This is an optimization exercise on Yosys and OpenROAD, whose aim is small area, a short achievable clock period and few clock cycles per item, not a production implementation.
Only simulation tests tie the RTL to the original design; equivalence was not proved.

**config.mk**
```make
export PLATFORM = sky130hd
export DESIGN_NAME = pid_controller_anti_windup_unit
export DESIGN_NICKNAME = pid_controller_anti_windup_unit
export VERILOG_FILES = /design/flow/design.v
export SDC_FILE = /design/flow/constraint.sdc
export NUM_CORES = 4
export LEC_CHECK = 0
export CAP_MARGIN = 20
export CORE_MARGIN = 2
export CORE_UTILIZATION = 40
export SETUP_SLACK_MARGIN = 5
export SLEW_MARGIN = 20
```
**constraint.sdc**
```tcl
create_clock -name core_clock -period 12.0 [get_ports {i_clk}]
set_input_delay 2.4000 -clock core_clock [delete_from_list [all_inputs] [get_ports {i_clk}]]
set_output_delay 2.4000 -clock core_clock [all_outputs]
set_load 0.01 [all_outputs]
```
**design.v**
```verilog
package pca_pkg;
    localparam int IdxW = 8;
endpackage
module pca_div (
    input  logic               i_clk,
    input  logic               i_rst_n,
    input  logic               i_load,       
    input  logic               i_bload,      
    input  logic               i_take,       
    input  logic               i_abort,      
    input  logic               i_zero,
    input  logic               i_nneg,
    input  logic signed [32:0] i_prop,
    input  logic [42:0]        i_n,
    input  logic [31:0]        i_dt,
    input  logic signed [33:0] i_y,
    input  logic [33:0]        i_bdvd,
    input  logic [15:0]        i_bdvs,
    output logic               o_busy,
    output logic               o_fin,        
    output logic               o_bfin,       
    output logic               o_zero,
    output logic               o_sat,
    output logic               o_nneg,
    output logic signed [32:0] o_prop,
    output logic [33:0]        o_quo,
    output logic [32:0]        o_iq,
    output logic               o_ineg,
    output logic               o_ic
);
    logic               dv_v, dv_bm, dv_sat, dv_z, dv_nneg;
    logic [4:0]         dv_cnt;
    logic [31:0]        dv_rem, dv_dvs;
    logic [33:0]        dv_quo;
    logic signed [32:0] dv_prop;
    logic [32:0]        iu_sh;
    logic [9:0]         iu_rem;
    logic               iu_neg;
    logic [32:0] d_sh1, d_sh2;
    logic [33:0] d_df1, d_df2;
    logic [31:0] d_rm1, d_rm2;
    logic        d_q1, d_q2;
    logic [10:0] i_s1, i_s2, i_s3;
    logic [9:0]  i_r1, i_r2, i_r3;
    logic        i_q1, i_q2, i_q3;
    logic        w_fin;
    assign d_sh1 = {dv_rem, dv_quo[33]};
    assign d_df1 = {1'b0, d_sh1} - {2'b00, dv_dvs};
    assign d_q1  = ~d_df1[33];
    assign d_rm1 = d_q1 ? d_df1[31:0] : d_sh1[31:0];
    assign d_sh2 = {d_rm1, dv_quo[32]};
    assign d_df2 = {1'b0, d_sh2} - {2'b00, dv_dvs};
    assign d_q2  = ~d_df2[33];
    assign d_rm2 = d_q2 ? d_df2[31:0] : d_sh2[31:0];
    assign i_s1 = {iu_rem, iu_sh[32]};
    assign i_q1 = (i_s1 >= 11'd1000);
    assign i_r1 = i_q1 ? 10'(i_s1 - 11'd1000) : i_s1[9:0];
    assign i_s2 = {i_r1, iu_sh[31]};
    assign i_q2 = (i_s2 >= 11'd1000);
    assign i_r2 = i_q2 ? 10'(i_s2 - 11'd1000) : i_s2[9:0];
    assign i_s3 = {i_r2, iu_sh[30]};
    assign i_q3 = (i_s3 >= 11'd1000);
    assign i_r3 = i_q3 ? 10'(i_s3 - 11'd1000) : i_s3[9:0];
    assign w_fin  = dv_v && (dv_cnt == 5'd0);
    assign o_busy = dv_v;
    assign o_fin  = w_fin && !dv_bm;
    assign o_bfin = w_fin && dv_bm;
    assign o_zero = dv_z;
    assign o_sat  = dv_sat;
    assign o_nneg = dv_nneg;
    assign o_prop = dv_prop;
    assign o_quo  = dv_quo;
    assign o_iq   = iu_sh;
    assign o_ineg = iu_neg;
    assign o_ic   = iu_neg && (iu_rem != 10'd999);
    always_ff @(posedge i_clk) begin
        if (!i_rst_n) begin
            dv_v  <= 1'b0;
            dv_bm <= 1'b0;
        end else if (i_load) begin
            dv_v    <= 1'b1;
            dv_bm   <= 1'b0;
            dv_z    <= i_zero;
            dv_sat  <= !i_zero && (i_dt[31:9] == 23'd0) && (i_n[42:34] >= i_dt[8:0]);
            dv_nneg <= i_nneg;
            dv_prop <= i_prop;
            dv_cnt  <= i_zero ? 5'd0 : 5'd17;
            dv_rem  <= {23'd0, i_n[42:34]};
            dv_quo  <= i_n[33:0];
            dv_dvs  <= i_dt;
            iu_sh   <= i_y[32:0] ^ {33{i_y[33]}};
            iu_neg  <= i_y[33];
            iu_rem  <= '0;
        end else if (i_bload) begin
            dv_v   <= 1'b1;
            dv_bm  <= 1'b1;
            dv_cnt <= 5'd17;
            dv_rem <= '0;
            dv_quo <= i_bdvd;
            dv_dvs <= {16'd0, i_bdvs};
        end else begin
            if (dv_v && dv_cnt != 5'd0) begin
                dv_cnt <= dv_cnt - 5'd1;
                dv_rem <= d_rm2;
                dv_quo <= {dv_quo[31:0], d_q1, d_q2};
                if (dv_cnt >= 5'd7) begin
                    iu_rem <= i_r3;
                    iu_sh  <= {iu_sh[29:0], i_q1, i_q2, i_q3};
                end
            end
            if (i_take || (w_fin && dv_bm) || (i_abort && dv_bm)) dv_v <= 1'b0;
        end
    end
endmodule
module pid_controller_anti_windup_unit (
    input  logic                      i_clk,
    input  logic                      i_rst_n,
    input  logic                      i_in_valid,
    output logic                      o_in_ready,
    input  logic                      i_op,
    input  logic signed [15:0]        i_target,
    input  logic signed [15:0]        i_measured,
    input  logic [31:0]               i_time_ms,
    output logic                      o_out_valid,
    input  logic                      i_out_ready,
    output logic signed [15:0]        o_drive,
    input  logic                      i_cfg_valid,
    output logic                      o_cfg_ready,
    input  logic [pca_pkg::IdxW-1:0]  i_cfg_index,
    input  logic [15:0]               i_cfg_data
);
    localparam logic [3:0] S_IDLE = 4'd0;
    localparam logic [3:0] S_C2   = 4'd2;
    localparam logic [3:0] S_C3   = 4'd3;
    localparam logic [3:0] S_C4   = 4'd4;
    localparam logic [3:0] S_C5   = 4'd5;
    localparam logic [3:0] S_C6   = 4'd6;
    localparam logic [3:0] S_C7   = 4'd7;
    localparam logic [3:0] S_C8   = 4'd8;
    localparam logic [3:0] S_HOLD = 4'd9;
    localparam logic [3:0] S_PK   = 4'd10;
    localparam logic [3:0] S_PB   = 4'd11;
    localparam logic [3:0] S_PBW  = 4'd12;
    localparam logic [3:0] S_PB2  = 4'd13;
    logic [15:0] r_gp, r_gi;
    logic [25:0] r_kd;           
    logic [14:0] r_lm;
    logic        r_kd_ok, r_b_ok;
    logic [32:0] r_bnd;          
    logic signed [16:0] r_perr;
    logic signed [39:0] r_es;
    logic [31:0]        r_pms;
    logic [3:0]         r_fe;
    logic               r_rdy;
    logic signed [16:0] r_a;     
    logic signed [17:0] r_b;     
    logic [31:0]        r_t;     
    logic               r_dneg;
    logic               r_zero;
    logic               r_integ;
    logic signed [49:0] r_p;
    logic signed [32:0] r_prop;
    logic [42:0]        r_n;
    logic signed [33:0] r_y;
    logic [8:0]         r_ms;    
    logic               r_wp, r_rp;
    logic               s_v, s_sat, s_neg;
    logic signed [35:0] s_val;
    logic               r_ov;
    logic signed [15:0] r_drv;
    assign o_cfg_ready = 1'b1;
    assign o_in_ready  = r_rdy;
    assign o_out_valid = r_ov;
    assign o_drive     = r_drv;
    logic signed [17:0] m_a, m_b;
    logic signed [49:0] m_c, m_out;
    always_comb begin
        m_a = ({18{r_ms[0]}} & {2'b00, r_gp})                   
            | ({18{r_ms[1] | r_ms[2]}} & 18'(r_a))             
            | ({18{r_ms[3]}} & {9'd0, r_kd[25:17]})             
            | ({18{r_ms[4]}} & {1'b0, r_kd[16:0]})
            | ({18{r_ms[5] | r_ms[6]}} & {2'b00, r_gi})         
            | ({18{r_ms[7]}} & {2'b00, r_kd[15:0]})             
            | ({18{r_ms[8]}} & {3'b000, r_lm});                 
        m_b = ({18{r_ms[0]}} & 18'(r_a))
            | ({18{r_ms[1]}} & {3'b000, r_t[31:17]})
            | ({18{r_ms[2]}} & {1'b0, r_t[16:0]})
            | ({18{r_ms[3] | r_ms[4]}} & r_b)
            | ({18{r_ms[5]}} & {r_es[33], r_es[33:17]})
            | ({18{r_ms[6]}} & {1'b0, r_es[16:0]})
            | ({18{r_ms[7]}} & 18'd1000)
            | ({18{r_ms[8]}} & 18'd125);
        m_c = ({50{r_ms[1]}} & 50'(r_es >>> 17))               
            | ({50{r_ms[2]}} & {r_p[32:0], r_es[16:0]})         
            | ({50{r_ms[4] | r_ms[6]}} & {r_p[32:0], 17'd0});
    end
    logic [18:0] m_bx;
    logic [8:0][49:0] m_pp;
    logic [49:0] m_ng;
    assign m_bx = {m_b, 1'b0};
    always_comb begin
        m_ng = '0;
        for (int k = 0; k < 9; k++) begin
            case (m_bx[2*k+2 -: 3])
                3'b001, 3'b010: m_pp[k] = 50'(m_a) << (2*k);
                3'b011:         m_pp[k] = 50'(m_a) << (2*k+1);
                3'b100:         m_pp[k] = (~(50'(m_a))) << (2*k+1);
                3'b101, 3'b110: m_pp[k] = (~(50'(m_a))) << (2*k);
                default:        m_pp[k] = '0;
            endcase
            if (m_bx[2*k+2 -: 3] == 3'b100)
                m_ng[2*k+1] = 1'b1;
            else if (m_bx[2*k+2 -: 3] == 3'b101 || m_bx[2*k+2 -: 3] == 3'b110)
                m_ng[2*k] = 1'b1;
        end
    end
    assign m_out = m_pp[0] + m_pp[1] + m_pp[2] + m_pp[3] + m_pp[4] + m_pp[5]
                 + m_pp[6] + m_pp[7] + m_pp[8] + m_ng + m_c;
    logic               w_acc;
    logic signed [16:0] w_err;
    logic signed [17:0] w_de;
    logic [31:0]        w_dt;
    logic               w_tz;
    assign w_acc = i_in_valid && r_rdy;
    assign w_err = 17'(i_target) - 17'(i_measured);
    assign w_de  = 18'(i_target) - 18'(i_measured) - 18'(r_perr);
    assign w_dt  = i_time_ms - r_pms;
    assign w_tz  = (i_time_ms == r_pms);
    logic signed [33:0] w_lim34;
    logic               w_integ;
    logic signed [49:0] w_x, w_hi, w_lo;
    logic signed [39:0] w_es;
    logic               w_cfg_b, w_cfg_k;
    assign w_lim34 = {11'd0, r_lm, 8'd0};
    assign w_integ = (34'(r_prop) < w_lim34) && (34'(r_prop) > -w_lim34);
    assign w_x  = r_integ ? r_p : 50'(r_es);
    assign w_hi = (r_gi != 16'd0) ? 50'(r_bnd) : 50'sd549755813887;
    assign w_lo = (r_gi != 16'd0) ? -(50'(r_bnd)) : -50'sd549755813888;
    always_comb begin
        if (w_x > w_hi)      w_es = w_hi[39:0];
        else if (w_x < w_lo) w_es = w_lo[39:0];
        else                 w_es = w_x[39:0];
    end
    assign w_cfg_b = i_cfg_valid && (i_cfg_index == 8'd1 || i_cfg_index == 8'd3);
    assign w_cfg_k = i_cfg_valid && (i_cfg_index == 8'd2);
    logic        u0_busy, u0_fin, u0_bfin, u0_zero, u0_sat, u0_nneg, u0_ineg, u0_ic;
    logic        u1_busy, u1_fin, u1_bfin, u1_zero, u1_sat, u1_nneg, u1_ineg, u1_ic;
    logic signed [32:0] u0_prop, u1_prop;
    logic [33:0] u0_quo, u1_quo;
    logic [32:0] u0_iq, u1_iq;
    logic        u0_load, u1_load, u0_take, u1_take;
    logic        w_bload, w_s_move, w_s_free, w_load;
    assign w_s_move = s_v && !r_ov;
    assign w_s_free = !s_v || w_s_move;
    assign u0_take  = !r_rp && u0_fin && w_s_free;
    assign u1_take  =  r_rp && u1_fin && w_s_free;
    assign w_load   = (r_fe == S_HOLD) && (r_wp ? (!u1_busy || u1_take)
                                                : (!u0_busy || u0_take));
    assign u0_load  = w_load && !r_wp;
    assign u1_load  = w_load &&  r_wp;
    assign w_bload  = (r_fe == S_PB2) && !u0_busy && !w_cfg_b;
    pca_div u_div0 (
        .i_clk   (i_clk),
        .i_rst_n (i_rst_n),
        .i_load  (u0_load),
        .i_bload (w_bload),
        .i_take  (u0_take),
        .i_abort (w_cfg_b),
        .i_zero  (r_zero),
        .i_nneg  (r_dneg),
        .i_prop  (r_prop),
        .i_n     (r_n),
        .i_dt    (r_t),
        .i_y     (r_y),
        .i_bdvd  (r_n[33:0]),
        .i_bdvs  (r_gi),
        .o_busy  (u0_busy),
        .o_fin   (u0_fin),
        .o_bfin  (u0_bfin),
        .o_zero  (u0_zero),
        .o_sat   (u0_sat),
        .o_nneg  (u0_nneg),
        .o_prop  (u0_prop),
        .o_quo   (u0_quo),
        .o_iq    (u0_iq),
        .o_ineg  (u0_ineg),
        .o_ic    (u0_ic)
    );
    pca_div u_div1 (
        .i_clk   (i_clk),
        .i_rst_n (i_rst_n),
        .i_load  (u1_load),
        .i_bload (1'b0),
        .i_take  (u1_take),
        .i_abort (1'b0),
        .i_zero  (r_zero),
        .i_nneg  (r_dneg),
        .i_prop  (r_prop),
        .i_n     (r_n),
        .i_dt    (r_t),
        .i_y     (r_y),
        .i_bdvd  (r_n[33:0]),
        .i_bdvs  (r_gi),
        .o_busy  (u1_busy),
        .o_fin   (u1_fin),
        .o_bfin  (u1_bfin),
        .o_zero  (u1_zero),
        .o_sat   (u1_sat),
        .o_nneg  (u1_nneg),
        .o_prop  (u1_prop),
        .o_quo   (u1_quo),
        .o_iq    (u1_iq),
        .o_ineg  (u1_ineg),
        .o_ic    (u1_ic)
    );
    logic               x_nneg, x_ineg, x_ic, x_sat, x_zero;
    logic signed [32:0] x_prop;
    logic [33:0]        x_quo;
    logic [32:0]        x_iq;
    logic signed [35:0] w_pt, w_it, w_dtm, w_sum;
    assign x_nneg = r_rp ? u1_nneg : u0_nneg;
    assign x_ineg = r_rp ? u1_ineg : u0_ineg;
    assign x_ic   = r_rp ? u1_ic : u0_ic;
    assign x_sat  = r_rp ? u1_sat : u0_sat;
    assign x_zero = r_rp ? u1_zero : u0_zero;
    assign x_prop = r_rp ? u1_prop : u0_prop;
    assign x_quo  = r_rp ? u1_quo : u0_quo;
    assign x_iq   = r_rp ? u1_iq : u0_iq;
    assign w_pt  = 36'(x_prop);
    assign w_it  = x_ineg ? ~{3'd0, x_iq} : {3'd0, x_iq};
    assign w_dtm = x_nneg ? ~{2'd0, x_quo} : {2'd0, x_quo};
    assign w_sum = w_pt + w_it + w_dtm + 36'(x_ic) + 36'(x_nneg);
    logic signed [35:0] w_slim;
    logic signed [23:0] w_sadj;
    logic signed [15:0] w_drv;
    assign w_slim = {13'd0, r_lm, 8'd0};
    assign w_sadj = s_val[35] ? (s_val[23:0] + 24'sd255) : s_val[23:0];
    always_comb begin
        if (s_sat)                 w_drv = s_neg ? -(16'(r_lm)) : 16'(r_lm);
        else if (s_val >= w_slim)  w_drv = 16'(r_lm);
        else if (s_val <= -w_slim) w_drv = -(16'(r_lm));
        else                       w_drv = w_sadj[23:8];
    end
    logic [3:0] fe_n;
    logic       kd_ok_n, b_ok_n;
    always_comb begin
        fe_n    = r_fe;
        kd_ok_n = r_kd_ok;
        b_ok_n  = r_b_ok;
        case (r_fe)
            S_IDLE: begin
                if (!r_kd_ok)    fe_n = S_PK;
                else if (!r_b_ok) fe_n = S_PB;
                else if (w_acc)  fe_n = (i_op || w_tz) ? S_HOLD : S_C2;
            end
            S_C2: fe_n = S_C3;
            S_C3: fe_n = S_C4;
            S_C4: fe_n = S_C5;
            S_C5: fe_n = S_C6;
            S_C6: fe_n = S_C7;
            S_C7: fe_n = S_C8;
            S_C8: fe_n = S_HOLD;
            S_HOLD: if (w_load) fe_n = S_IDLE;
            S_PK: begin
                kd_ok_n = 1'b1;
                fe_n    = S_IDLE;
            end
            S_PB: begin
                if (r_gi == 16'd0) begin
                    b_ok_n = 1'b1;
                    fe_n   = S_IDLE;
                end else begin
                    fe_n = S_PB2;
                end
            end
            S_PB2: if (w_bload) fe_n = S_PBW;
            S_PBW: begin
                if (u0_bfin) begin
                    b_ok_n = 1'b1;
                    fe_n   = S_IDLE;
                end
            end
            default: fe_n = S_IDLE;
        endcase
        if (w_cfg_k) kd_ok_n = 1'b0;
        if (w_cfg_b) b_ok_n  = 1'b0;
        if (w_cfg_k && r_fe == S_PK) fe_n = S_IDLE;
        if (w_cfg_b && (r_fe == S_PB || r_fe == S_PB2 || r_fe == S_PBW)) fe_n = S_IDLE;
    end
    always_ff @(posedge i_clk) begin
        if (!i_rst_n) begin
            r_gp    <= '0;
            r_gi    <= '0;
            r_kd    <= '0;
            r_lm    <= 15'd10240;
            r_kd_ok <= 1'b1;
            r_b_ok  <= 1'b1;
            r_perr  <= '0;
            r_es    <= '0;
            r_pms   <= '0;
            r_fe    <= S_IDLE;
            r_rdy   <= 1'b0;
            r_ms    <= '0;
        end else begin
            r_fe    <= fe_n;
            r_kd_ok <= kd_ok_n;
            r_b_ok  <= b_ok_n;
            r_rdy   <= (fe_n == S_IDLE) && kd_ok_n && b_ok_n;
            r_ms    <= {fe_n == S_PB, fe_n == S_PK, fe_n == S_C8, fe_n == S_C7,
                        fe_n == S_C6, fe_n == S_C5, fe_n == S_C4, fe_n == S_C3,
                        fe_n == S_C2};
            if (i_cfg_valid) begin
                case (i_cfg_index)
                    8'd0: r_gp <= i_cfg_data;
                    8'd1: r_gi <= i_cfg_data;
                    8'd3: r_lm <= i_cfg_data[14:0];
                    default: ;
                endcase
            end
            if (w_cfg_k)
                r_kd <= {10'd0, i_cfg_data};
            else if (r_fe == S_PK)
                r_kd <= m_out[25:0];
            if (u0_bfin && r_fe == S_PBW && !w_cfg_b)
                r_bnd <= u0_quo[32:0];
            if (r_fe == S_IDLE && w_acc) begin
                r_pms <= i_time_ms;
                if (i_op) begin
                    r_perr <= '0;
                    r_es   <= '0;
                    r_zero <= 1'b1;
                end else if (w_tz) begin
                    r_zero <= 1'b1;
                end else begin
                    r_zero <= 1'b0;
                    r_perr <= w_err;
                    r_a    <= w_err;
                    r_b    <= w_de;
                    r_t    <= w_dt;
                end
            end
            case (r_fe)
                S_C2: begin
                    r_prop <= m_out[32:0];
                    r_dneg <= r_b[17];
                    r_b    <= r_b[17] ? -r_b : r_b;
                end
                S_C3: begin
                    r_integ <= w_integ;
                    r_p     <= m_out;
                end
                S_C4: r_p <= m_out;
                S_C5: begin
                    r_es <= w_es;
                    r_p  <= m_out;
                end
                S_C6: r_n <= m_out[42:0];
                S_C7: r_p <= m_out;
                S_C8: r_y <= m_out[33:0];
                S_PB: r_n <= {10'd0, m_out[21:0], 11'd0};
                default: ;
            endcase
        end
    end
    always_ff @(posedge i_clk) begin
        if (!i_rst_n) begin
            r_wp <= 1'b0;
            r_rp <= 1'b0;
            s_v  <= 1'b0;
            r_ov <= 1'b0;
        end else begin
            if (w_load) r_wp <= !r_wp;
            if (u0_take || u1_take) begin
                r_rp  <= !r_rp;
                s_v   <= 1'b1;
                s_sat <= x_sat;
                s_neg <= x_nneg;
                s_val <= x_zero ? 36'sd0 : w_sum;
            end else if (w_s_move) begin
                s_v <= 1'b0;
            end
            if (w_s_move) begin
                r_ov  <= 1'b1;
                r_drv <= w_drv;
            end else if (r_ov && i_out_ready) begin
                r_ov <= 1'b0;
            end
        end
    end
endmodule
```
**run.sh**
```bash
#!/bin/bash
# synth_recipe.tcl (not shown) runs the flow's synth.tcl, then flattens the netlist and writes it again
# the make line also repeats each setting of config.mk as NAME=value (left out here)
make -C /OpenROAD-flow-scripts/flow DESIGN_CONFIG=/design/flow/config.mk WORK_HOME=/design/flow/orfs CLKGATE_MAP_FILE= SYNTH_SCRIPT=/design/flow/synth_recipe.tcl finish
```
==> results.txt <==
- Status: complete, no violations
- Crit end category: flip-flop
- Layout area overhead: 17.7%
- Dominant cells by area after synthesis: edfxtp_1 29%, fa_1 9.7%, ha_1 9.2%
- CP max FO: 15
- Clk latency of the worst-skew pair: between 700 and 800 ps
- Minimum clock period after layout: 7540 ps
- Final hold violation count: 0
- Fin Setup TNS: 0 ps
- Synth async-reset ratio: 0
- Post-synth EDFFs: 683
- Share of cells above drive strength 1: 0.135
- Worst Reg2Reg Path Length in Cells: 27
- Area after DPL: ~75000 um^2
- Share of the synthesized area in the top cell type: 0.291
- Vias per cell: between 5 and 6
- Clock buffer count from CTS: 100
- Top Ports: about 110
- Final period utilization: 0.628
- Critical path type: flip-flop to flip-flop
- Vias: about 60000
- Most common cell on crit path: fa_1
- Crit path launch: r_t[13]
- GRT Overall Usage: 0.295
- DIE HEIGHT: roughly 420 um
- R2r endpoint: r_p[44]
- Worst Hold Depth: 0
- Post-Place Cells: just under 10000
- Req. time, crit path: around 13000 ps
- Stages on worst setup path: 27
- Setup Viol. Count Final: 0
- I/O Buffers: approximately 110
- #FFs+latches synth: roughly 870
- Area leader, netlist: edfxtp_1
- Core area: approximately 180000 um^2
- Most used standard cell by instance count after synthesis: nand2_1
- Worst EP arrival: around 8000 ps
- Rows: 154
- Average wire per standard cell: approximately 27 um
- Die Wd: approximately 420 um
- Clock Path Buffers: 3
- Post-synth top cells: 818 x nand2_1, 683 x edfxtp_1, 624 x inv_1
- Grt total ovfl: 0
- Syn Area/Cell: roughly 9.5 um^2
- CTS tree: yes
- Clock-pin slew on the worst setup and hold paths: 60 ps
- Synth Instances: 7406
- Syn_nets: roughly 8400
- Drt pass-1 iters: 10
- H-tree levels: 3
- Final Cell Area: 83000 um^2
- Starting Density: 0.402
- Pin count of the biggest net entering global routing: between 100 and 150
- Dominant synthesized flop cell: edfxtp_1
- Worst R2R Setup Slack: 4460 ps
- Yosys warns: 2
- Total die area: 180000 um^2
- Critical R2R Launch: r_t[13]
- Fmax: 133 MHz
- First-pass GRT wire length: 392 mm
- Worst Hold Class: flip-flop to flip-flop
- Final non-filler cell total: approximately 10000
- RePlAce Congestion: 1.03
- Hold_buf cts: 0
- Residual DRC count: 0
- RSZ-0062 raised after global routing: true
- HPWL Detailed: around 200 mm
- Bufs and invs on worst path: 7
- Post-synthesis cell type count: slightly below 100
- Clock Root Buffer: clkbuf_16
- Top delay family on crit path: adder cells
- Mapped cell area: between 70000 and 80000 um^2
- Final Skew: 71.2 ps
- Rel. slew slack: 0.186
- Number of global-route vias before repair: between 50000 and 60000
- Worst-Margin Slew: approximately 1200 ps
- Worst setup SP type: flip-flop
- Detail Route Antenna Nets: 0
- Critical path's slowest cell: a222oi_1
- Util after Layout: 0.473
- Post-Route WL: about 270 mm
- Fin. max-slew vios: 0
- Initial drt markers: roughly 7200
- Clk sinks: 868
- Worst Setup EP: r_p[44]
- Initial antenna violation count: 22
- Maxcap violations: 0
- Register area share after synthesis: 0.344
- Max stage delay on crit path: 670 ps
- Layout Nets: around 8600
[how the worst min path moves through the flow]
stage	endpoint	start	slack, ps
after floorplan	u_div0.dv_nneg	r_dneg	420
after global placement	u_div0.dv_nneg	r_dneg	420
after detailed placement	u_div1.dv_nneg	r_dneg	430
after CTS	u_div1.dv_nneg	r_dneg	450
after global routing	u_div1.dv_nneg	r_dneg	460
final	u_div1.dv_nneg	r_dneg	450
[layout make-up]
type | instances | area [um^2]
Fill cell | 16355 | 92600
Multi-Input combinational cell | 5566 | 45500
Sequential cell | 868 | 24200
Timing Repair Buffer | 449 | 4460
Tap cell | 2340 | 2930
Clock buffer | 122 | 2690
Inverter | 626 | 2370
Clock inverter | 67 | 773
Antenna cell | 16 | 40.0
Timing Repair inverter | 2 | 15.0
[what timing repair did]
action	CTS	global route
setup buffers	124	78
cloned	21	1
resized for setup	309	181
endpoints found under the setup margin	225	200
pin swaps	135	94
[cells in the final DEF (no fill, tap or decap), types with 177 or more instances in the layout]
cell	instances
o21ai_0	290
xnor2_1	354
ha_1	484
edfxtp_1	683
buf_4	239
a21o_1	177
a21oi_1	415
nand2_1	791
fa_1	325
nor2_1	497
inv_1	597
[worst register-to-register path: stages (launching register included)]
cell      delay [ps]
edfxtp_1         530
a222oi_1         680
nand2_2           90
buf_6            180
buf_16           140
and3_4           250
a221oi_1         400
fa_1             500
fa_1             510
inv_1             60
fa_1             480
fa_1             490
inv_1             60
fa_1             550
inv_1             70
ha_4             220
and4_1           200
o21a_1           110
o31ai_2          280
nor2_1            80
a211oi_2         210
buf_4            170
o21bai_4          90
o41ai_2          220
buf_4            180
a21oi_4           60
or3b_1           370
and3_1           140
[cell families after synthesis]
logic type | synth area share
simple gates | 0.135
compound gates | 0.171
buf+inv | 0.0525
flops | 0.344
fa+ha+maj | 0.189
xor+xnor | 0.0692
mux | 0.0389
other cells | 0.0000532
[metrics by stage]
step	hold WS [ps]	setup slack (ps)
2_1_floorplan	421	4130
3_3_place_gp	424	2450
3_5_place_dp	431	2430
4_1_cts	446	4650
5_1_grt	462	4340
6_report	447	4460
[sequential cells by signal, indices dropped and copies added, names as in the netlist, 33 cells and up]
| signal | flops |
|---|---|
| u_div0.dv_prop | 33 |
| r_p | 50 |
| r_es | 40 |
| u_div0.iu_sh | 33 |
| s_val | 36 |
| u_div0.dv_quo | 34 |
| u_div1.iu_sh | 33 |
| r_y | 34 |
| u_div1.dv_prop | 33 |
| r_n | 43 |
| r_prop | 33 |
| r_bnd | 33 |
| u_div1.dv_quo | 34 |
[metal layers]
layer | share of wire | up-vias | track usage | wire length, um
li1 | - | 27030 | - | -
met1 | 0.41 | 29639 | 0.405 | 113000
met2 | 0.43 | 2968 | 0.438 | 117000
met3 | 0.11 | 517 | 0.0757 | 29100
met4 | 0.048 | 20 | 0.128 | 13000
met5 | 0.00061 | - | 0 | 166
Testbench counts, summed over its fixed seeds: cycles 14,041, items 1,464.

## what the ideal ports hide
How much do the figures lean on ideal ports? The routed layout below was timed once more, with nothing changed but the port constraints.
Step 1, drivers: a clkbuf_16 drives i_clk and a buf_2 each remaining input, both assumed.
Step 2 also shifts input and output timing later by t, the mid clock arrival at the registers, as if the neighbouring blocks saw the same clock.
a / b / c = ideal ports / drivers / drivers and shift; a / b = the first two.
shift t [ns]: 0.814
setup WS [ns]: 4.463 / 4.463 / 4.463
hold WS [ns]: 0.447 / 0.447 / 0.447
latest minus earliest clock arrival (ns): 0.072 / 0.073
worst register clock-pin slew, ns: 0.07 / 0.07
After both steps setup and hold are still met in this run. The setup slack of this run moves by 0.000 ns with the drivers and by 0.000 ns with both steps.
